Background: an optimization exercise with open tools, aiming at small area. Do not read the settings as production practice. In this exercise RTL edits were held to simulation tests only and were not proved equivalent to the original. Power is estimated from default activity; no workload was simulated.

==> inputs of run K <==
Design colorMapperTop, start of the top module:
module colorMapperTop (
    input  logic       clk,
    input  logic       arstN,
    input  logic       pixelValid,
    input  colorMapperPkg::coordT      drawX,
    input  colorMapperPkg::coordT      drawY,
    input  colorMapperPkg::coordT      playerX,
    input  colorMapperPkg::coordT      playerY,
    input  logic [3:0] playerInput,
    input  logic       startWildBattle,
    input  logic [2:0] wildIndex,
    output colorMapperPkg::memAddrT    spriteAddr,
    output colorMapperPkg::memAddrT    tileAddr,
    input  colorMapperPkg::rgb12T      spriteData,
    input  colorMapperPkg::rgb12T      tileData,
    output logic       rgbValid,
    output colorMapperPkg::chanT       red,
    output colorMapperPkg::chanT       green,
    output colorMapperPkg::chanT       blue
);
Settings: LEC_CHECK=0, ABC_AREA=1, CAP_MARGIN=20, CORE_MARGIN=2, CORE_UTILIZATION=50, SLEW_MARGIN=20; clock period 20.0 ns.
standard.sh (not shown) runs the stock make flow with config.mk's settings and CLKGATE_MAP_FILE= SYNTH_SCRIPT=/design/flow/synth_recipe.tcl, a recipe that flattens the netlist after the stock synthesis.
==> flow/flow/run.sh <==
#!/bin/bash
# Layout flow: the standard synthesis, then
#  - the logic between the registers re-optimised for area (reopt.sh; the
#    registers keep their names and cell types),
#  - the ORFS layout with buf_1 port buffers, logic cells sized down to their
#    smallest drive before the placement repair, and no dummy clock loads.
# Each step's output goes to its own log in this folder.
set -euo pipefail
WORK="$(pwd)"
FLOWDIR="$(cd "$(dirname "${BASH_SOURCE[0]}")" && pwd)"
RES="$WORK/orfs/results/$FLOW_PLATFORM/colorMapperTop/base"
bash standard.sh synth > synth.log 2>&1
# The platform library without the cells it marks don't-use
python3 "$FLOWDIR/filterlib.py" "$FLOW_HOME/platforms/sky130hd/lib/sky130_fd_sc_hd__tt_025C_1v80.lib" "$WORK/reopt.lib" > filterlib.log 2>&1
cp "$RES/1_2_yosys.v" "$WORK/1_2_yosys.standard.v"
bash "$FLOWDIR/reopt.sh" "$WORK/1_2_yosys.standard.v" "$WORK/reopt.lib" "$WORK/reopt" > reopt.log 2>&1
cp "$WORK/reopt/best.v" "$RES/1_2_yosys.v"
rm -f "$RES/1_synth.odb" "$RES/1_synth.sdc"
bash standard.sh synth > synth_odb.log 2>&1
export BUFFER_PORTS_ARGS="-buffer_cell sky130_fd_sc_hd__buf_1"
export PRE_RESIZE_TCL="$FLOWDIR/downsize.tcl"
# One tie cell for each constant level instead of one per constant output
export SKIP_REPAIR_TIE_FANOUT=1
export CTS_ARGS="-sink_clustering_enable -repair_clock_nets -dont_use_dummy_load"
bash standard.sh floorplan > floorplan.log 2>&1
bash standard.sh place > place.log 2>&1
bash standard.sh cts > cts.log 2>&1
bash standard.sh route > route.log 2>&1
bash standard.sh finish > finish.log 2>&1
==> flow/flow/reopt.sh <==
#!/bin/bash
# Re-map the combinational logic of the synthesised netlist for area.
# The registers (and every other sequential cell) are kept as they are, with
# their names and cell types; the logic between them is flattened into gates,
# optimised with ABC (several scripts in parallel) and mapped to the platform's
# cells again. The smallest result replaces the netlist.
# usage: reopt.sh NETLIST LIB OUTDIR
set -euo pipefail
NET=$1; LIB=$2; OUT=$3
FLOWDIR="$(cd "$(dirname "${BASH_SOURCE[0]}")" && pwd)"
YOSYS=${YOSYS_EXE:-$FLOW_HOME/../tools/install/yosys/bin/yosys}
mkdir -p "$OUT"
python3 "$FLOWDIR/cellmodels.py" "$LIB" "$NET" "$OUT/comb_cells.v" "$OUT/seq_cells.v"
scripts=(
  "strash; &get -n; &deepsyn -T 200 -S 1; &put; dch -f; amap; topo"
  "strash; dc2; &get -n; &deepsyn -T 200 -S 2; &put; dch -f; amap; topo"
  "strash; &get -n; &deepsyn -T 200 -S 3; &put; &get -n; &dch; &nf -a -R 1000; &put; topo"
  "strash; dc2; &get -n; &deepsyn -T 200 -S 4; &put; dch; amap; topo"
  "strash; &get -n; &deepsyn -T 200 -S 5; &put; dch -f; amap; topo"
  "strash; dc2; &get -n; &deepsyn -T 200 -S 6; &put; dch -f; amap; topo"
  "strash; &get -n; &deepsyn -T 200 -S 7; &put; dch; amap; topo"
  "strash; dc2; &get -n; &deepsyn -T 200 -S 8; &put; &get -n; &dch; &nf -a -R 1000; &put; topo"
)
echo "strash; dch; map -a; topo" > "$OUT/comp.abc"
pids=()
for k in "${!scripts[@]}"; do
  echo "${scripts[$k]}" > "$OUT/s$k.abc"
  echo "strash; &get -n; &deepsyn -T 60 -S $((k + 20)); &put; dch -f; amap; topo" > "$OUT/t$k.abc"
  cat > "$OUT/s$k.ys" <<EOT
read_verilog -lib $OUT/seq_cells.v
read_verilog $OUT/comb_cells.v
read_verilog $NET
hierarchy -top $FLOW_TOP
flatten
techmap
opt -fast
opt_clean
# The colour stage and the tile index are separate cones: map each on its own
select -set comp c:*pixelCompositor.red* c:*pixelCompositor.green* c:*pixelCompositor.blue* %ci*:-sky130_fd_sc_hd__dfxtp_1[Q]:-sky130_fd_sc_hd__dfrtp_1[Q] t:sky130_fd_sc_hd__df* %d
select -set tile c:*tileAddrGen.tileAddr* %ci*:-sky130_fd_sc_hd__dfxtp_1[Q]:-sky130_fd_sc_hd__dfrtp_1[Q] t:sky130_fd_sc_hd__df* %d
abc -script $OUT/comp.abc -liberty $LIB @comp
abc -script $OUT/t$k.abc -liberty $LIB @tile
abc -script $OUT/s$k.abc -liberty $LIB
opt_clean -purge
hilomap -singleton -hicell sky130_fd_sc_hd__conb_1 HI -locell sky130_fd_sc_hd__conb_1 LO
insbuf -buf sky130_fd_sc_hd__buf_4 A X
splitnets
opt_clean -purge
tee -o $OUT/s$k.stat stat -liberty $LIB
write_verilog -noattr -noexpr -nohex -nodec $OUT/s$k.v
EOT
  "$YOSYS" -s "$OUT/s$k.ys" > "$OUT/s$k.log" 2>&1 &
  pids+=($!)
  if (( ${#pids[@]} % 4 == 0 )); then wait || true; fi
done
best=""; bestArea=""
wait || true
for k in "${!scripts[@]}"; do
  if grep -q "Chip area for module" "$OUT/s$k.stat" 2>/dev/null && [[ -s "$OUT/s$k.v" ]]; then
    a=$(grep -o "Chip area for module.*" "$OUT/s$k.stat" | grep -o "[0-9.]*$" | tail -1)
    echo "script $k: area $a"
    if [[ -z "$best" ]] || awk "BEGIN{exit !($a < $bestArea)}"; then best=$k; bestArea=$a; fi
  else
    echo "script $k: failed"
  fi
done
[[ -n "$best" ]] || { echo "no result"; exit 1; }
echo "best: script $best, area $bestArea"
cp "$OUT/s$best.v" "$OUT/best.v"
Other scripts of this flow, unchanged in this note and not shown: flow/flow/cellmodels.py, flow/flow/downsize.tcl, flow/flow/filterlib.py
==> run G: changes against run K <==
--- a/flow/design.v
+++ b/flow/design.v
@@ -46,15 +46,15 @@
     input  colorMapperPkg::coordT      drawX,
     input  colorMapperPkg::coordT      drawY,
     input  colorMapperPkg::coordT      playerX,
     input  colorMapperPkg::coordT      playerY,
     input  logic [3:0] playerInput,
     input  logic       startWildBattle,
     input  logic [2:0] wildIndex,
-    output colorMapperPkg::memAddrT    spriteAddr,
+    output logic [14:0] spriteLow,     
     output logic       spriteHit,
     output logic       inCircle
 );
     localparam int Half = 64 / 2;
     logic        enemySide;      
     logic [9:0]  originX;
     logic [9:0]  originY;
@@ -81,18 +81,17 @@
             nextAddr = {1'b0, enemySide ? wildIndex : 3'd0, !dy[5], dy[4:0], !dx[5], dx[4:0]};
         end else begin
             nextAddr = {1'b1, 3'd0, frame, dy[4:0], dx[4:0]};
         end
         if (!hit) nextAddr = '0;
     end
     always_ff @(posedge clk) begin
-        spriteAddr[15:0] <= nextAddr;
-        spriteHit        <= hit;
+        spriteLow <= nextAddr[14:0];
+        spriteHit <= hit;
     end
-    assign spriteAddr[17:16] = 2'b00;
     logic       negX, negY;
     logic [5:0] orX, orY;        
     logic [5:0] magX, magY;      
     logic       nearX, nearY;
     logic       inDisc;
     assign negX = dx[10];
     assign negY = dy[10];
@@ -2173,18 +2172,22 @@
         endcase
     end
     assign block[4] = grassArea;
     assign block[3] = grassArea | (k & mNZ);
     assign block[2] = grassArea ? grass[2] : (!k | !mNZ);
     assign block[1] = grassArea ? grass[1] : (k ? !mNZ : m[1]);
     assign block[0] = grassArea ? grass[0] : (k ^ m[0]);
+    logic       grassQ;
+    logic [2:0] blockLowQ;
     always_ff @(posedge clk) begin
-        tileAddr[14:0] <= {block, drawY[4:0], drawX[4:0]};
+        grassQ         <= block[4];
+        blockLowQ      <= block[2:0];
+        tileAddr[9:0]  <= {drawY[4:0], drawX[4:0]};
     end
-    assign tileAddr[17:15] = 3'b001;
+    assign tileAddr[17:10] = {3'b001, grassQ, grassQ | !blockLowQ[2], blockLowQ};
 endmodule
 `default_nettype wire
 `timescale 1ns/1ps
 `default_nettype none
 module battleBackdrop (
     input  colorMapperPkg::coordT drawX,
     input  colorMapperPkg::coordT drawY,
@@ -2248,24 +2251,25 @@
     input  colorMapperPkg::rgb12T      tileData,
     output logic       rgbValid,
     output colorMapperPkg::chanT       red,
     output colorMapperPkg::chanT       green,
     output colorMapperPkg::chanT       blue
 );
     logic       spriteHit;
+    logic [14:0] spriteLow;
     logic       inCircle;
     logic       inFrame;
     logic       litQ, loQ;           
     logic       litM, loM, hitM;     
     logic       validQ, validM;
     spriteAddrGen i_spriteAddrGen (
         .clk(clk), .arstN(arstN),
         .drawX(drawX), .drawY(drawY), .playerX(playerX), .playerY(playerY),
         .playerInput(playerInput), .startWildBattle(startWildBattle),
-        .wildIndex(wildIndex), .spriteAddr(spriteAddr), .spriteHit(spriteHit),
+        .wildIndex(wildIndex), .spriteLow(spriteLow), .spriteHit(spriteHit),
         .inCircle(inCircle)
     );
     tileAddrGen i_tileAddrGen (
         .clk(clk), .drawX(drawX), .drawY(drawY), .tileAddr(tileAddr)
     );
     battleBackdrop i_battleBackdrop (
         .drawX(drawX), .drawY(drawY), .inFrame(inFrame)
@@ -2273,14 +2277,15 @@
     always_ff @(posedge clk) begin
         litQ <= startWildBattle & inFrame;
         loQ  <= !startWildBattle | (inFrame & !inCircle);
         litM <= litQ;
         loM  <= loQ;
         hitM <= spriteHit;
     end
+    assign spriteAddr = {2'b00, spriteHit & !litQ, spriteLow};
     always_ff @(posedge clk or negedge arstN) begin
         if (!arstN) begin
             validQ   <= 1'b0;
             validM   <= 1'b0;
             rgbValid <= 1'b0;
         end else begin
             validQ   <= pixelValid;
--- a/flow/flow/reopt.sh
+++ b/flow/flow/reopt.sh
@@ -16,34 +16,31 @@
   "strash; dc2; &get -n; &deepsyn -T 200 -S 2; &put; dch -f; amap; topo"
   "strash; &get -n; &deepsyn -T 200 -S 3; &put; &get -n; &dch; &nf -a -R 1000; &put; topo"
   "strash; dc2; &get -n; &deepsyn -T 200 -S 4; &put; dch; amap; topo"
   "strash; &get -n; &deepsyn -T 200 -S 5; &put; dch -f; amap; topo"
   "strash; dc2; &get -n; &deepsyn -T 200 -S 6; &put; dch -f; amap; topo"
   "strash; &get -n; &deepsyn -T 200 -S 7; &put; dch; amap; topo"
   "strash; dc2; &get -n; &deepsyn -T 200 -S 8; &put; &get -n; &dch; &nf -a -R 1000; &put; topo"
+  "strash; &get -n; &deepsyn -T 200 -S 9; &put; dch -f; amap; topo"
+  "strash; dc2; &get -n; &deepsyn -T 200 -S 10; &put; dch -f; amap; topo"
+  "strash; &get -n; &deepsyn -T 200 -S 11; &put; dch; map -a; topo"
+  "strash; dc2; dch -f; amap; topo"
 )
-echo "strash; dch; map -a; topo" > "$OUT/comp.abc"
 pids=()
 for k in "${!scripts[@]}"; do
   echo "${scripts[$k]}" > "$OUT/s$k.abc"
-  echo "strash; &get -n; &deepsyn -T 60 -S $((k + 20)); &put; dch -f; amap; topo" > "$OUT/t$k.abc"
   cat > "$OUT/s$k.ys" <<EOT
 read_verilog -lib $OUT/seq_cells.v
 read_verilog $OUT/comb_cells.v
 read_verilog $NET
 hierarchy -top $FLOW_TOP
 flatten
 techmap
 opt -fast
 opt_clean
-# The colour stage and the tile index are separate cones: map each on its own
-select -set comp c:*pixelCompositor.red* c:*pixelCompositor.green* c:*pixelCompositor.blue* %ci*:-sky130_fd_sc_hd__dfxtp_1[Q]:-sky130_fd_sc_hd__dfrtp_1[Q] t:sky130_fd_sc_hd__df* %d
-select -set tile c:*tileAddrGen.tileAddr* %ci*:-sky130_fd_sc_hd__dfxtp_1[Q]:-sky130_fd_sc_hd__dfrtp_1[Q] t:sky130_fd_sc_hd__df* %d
-abc -script $OUT/comp.abc -liberty $LIB @comp
-abc -script $OUT/t$k.abc -liberty $LIB @tile
 abc -script $OUT/s$k.abc -liberty $LIB
 opt_clean -purge
 hilomap -singleton -hicell sky130_fd_sc_hd__conb_1 HI -locell sky130_fd_sc_hd__conb_1 LO
 insbuf -buf sky130_fd_sc_hd__buf_4 A X
 splitnets
 opt_clean -purge
 tee -o $OUT/s$k.stat stat -liberty $LIB
@@ -63,7 +60,54 @@
   else
     echo "script $k: failed"
   fi
 done
 [[ -n "$best" ]] || { echo "no result"; exit 1; }
 echo "best: script $best, area $bestArea"
 cp "$OUT/s$best.v" "$OUT/best.v"
+
+# Refinement: map the best netlist again with other mappers, twice, keeping
+# whichever result is smallest
+remaps=(
+  "strash; &get -n; &dch; &nf -a -R 1000; &put; topo"
+  "strash; dch -f; amap; topo"
+  "strash; &get -n; &dch -f; &nf -a -R 1000; &put; topo"
+  "strash; dch; amap; topo"
+)
+for round in 1 2; do
+  python3 "$FLOWDIR/cellmodels.py" "$LIB" "$OUT/best.v" "$OUT/comb_cells_r$round.v" "$OUT/seq_cells_r$round.v"
+  for k in "${!remaps[@]}"; do
+    echo "${remaps[$k]}" > "$OUT/r${round}_$k.abc"
+    cat > "$OUT/r${round}_$k.ys" <<EOT
+read_verilog -lib $OUT/seq_cells_r$round.v
+read_verilog $OUT/comb_cells_r$round.v
+read_verilog $OUT/best.v
+hierarchy -top $FLOW_TOP
+flatten
+techmap
+opt -fast
+opt_clean
+abc -script $OUT/r${round}_$k.abc -liberty $LIB
+opt_clean -purge
+hilomap -singleton -hicell sky130_fd_sc_hd__conb_1 HI -locell sky130_fd_sc_hd__conb_1 LO
+insbuf -buf sky130_fd_sc_hd__buf_4 A X
+splitnets
+opt_clean -purge
+tee -o $OUT/r${round}_$k.stat stat -liberty $LIB
+write_verilog -noattr -noexpr -nohex -nodec $OUT/r${round}_$k.v
+EOT
+    "$YOSYS" -s "$OUT/r${round}_$k.ys" > "$OUT/r${round}_$k.log" 2>&1 &
+  done
+  wait || true
+  pick=""
+  for k in "${!remaps[@]}"; do
+    if grep -q "Chip area for module" "$OUT/r${round}_$k.stat" 2>/dev/null && [[ -s "$OUT/r${round}_$k.v" ]]; then
+      a=$(grep -o "Chip area for module.*" "$OUT/r${round}_$k.stat" | grep -o "[0-9.]*$" | tail -1)
+      echo "round $round remap $k: area $a"
+      if awk "BEGIN{exit !($a < $bestArea)}"; then pick=$k; bestArea=$a; fi
+    fi
+  done
+  [[ -n "$pick" ]] || break
+  echo "round $round: remap $pick, area $bestArea"
+  cp "$OUT/r${round}_$pick.v" "$OUT/best.v"
+done
+echo "final area $bestArea"
==> out/results.txt <==
Met3 WL: 730 um
Status: complete, no violations
Finished Layout Cells: 653
Largest register FFs: 16
Fmax: 0.0966 GHz
Worst skew pair latency: 0.30 ns
Most used cell along the critical path: nor2_1
Worst vdd ir: 0.0336 mV
Most frequent cells in the layout: 119 x buf_1, 86 x nor2_1, 67 x clkinv_1
TAP cells: 75
Clk network pwr share: 22.4%
Share of cells above drive strength 1: 0.865%
Final Util: 61.1%
Comb. pwr: 75.7 uW
Source of the figures above: run K

==> out/results.txt <==
Status: complete, no violations
Finished Layout Cells: 602
Worst skew pair latency: 0.31 ns
Met3 WL: 545 um
Clk network pwr share: 22.6%
Worst vdd ir: 0.0354 mV
Most used cell along the critical path: o21ai_0
Fmax: 0.101 GHz
TAP cells: 72
Clock-cell share: 2.00%
Final Util: 62.2%
Largest cell class by area: multi-input combinational cells
Comb. pwr: 75.9 uW
Largest register FFs: 15
Total Negative Setup Slacks: 0 ns
Most frequent cells in the layout: 118 x buf_1, 79 x nor2_1, 49 x clkinv_1
Share of cells above drive strength 1: 0.943%
Source of the figures above: run G

what the ideal ports hide:
The flow's constraints put no driver on any port. The routed layouts listed below were extracted and timed again, unchanged, in two steps. Step 1 assumes that a clkbuf_16 drives the clock port and a buf_2 every other input. Step 2, shift: input delay + t, output delay - t, t = (earliest + latest rising clock arrival at the registers) / 2. This alone moves slack from input paths to output paths. a / b / c = ideal ports / drivers / drivers and shift; a / b = the first two.
| run | t, ns | slack for setup (ns) | worst hold slack (ns) |
|---|---|---|---|
| run K | 0.323 | 9.648 / 9.654 / 9.331 | 0.333 / 0.333 / 0.333 |
| run G | 0.329 | 10.091 / 10.097 / 9.769 | 0.332 / 0.332 / 0.332 |
After both steps setup and hold are still met in every run listed. The setup slack of run G, which loses most, moves by +0.006 ns with the drivers and by -0.322 ns with both steps.
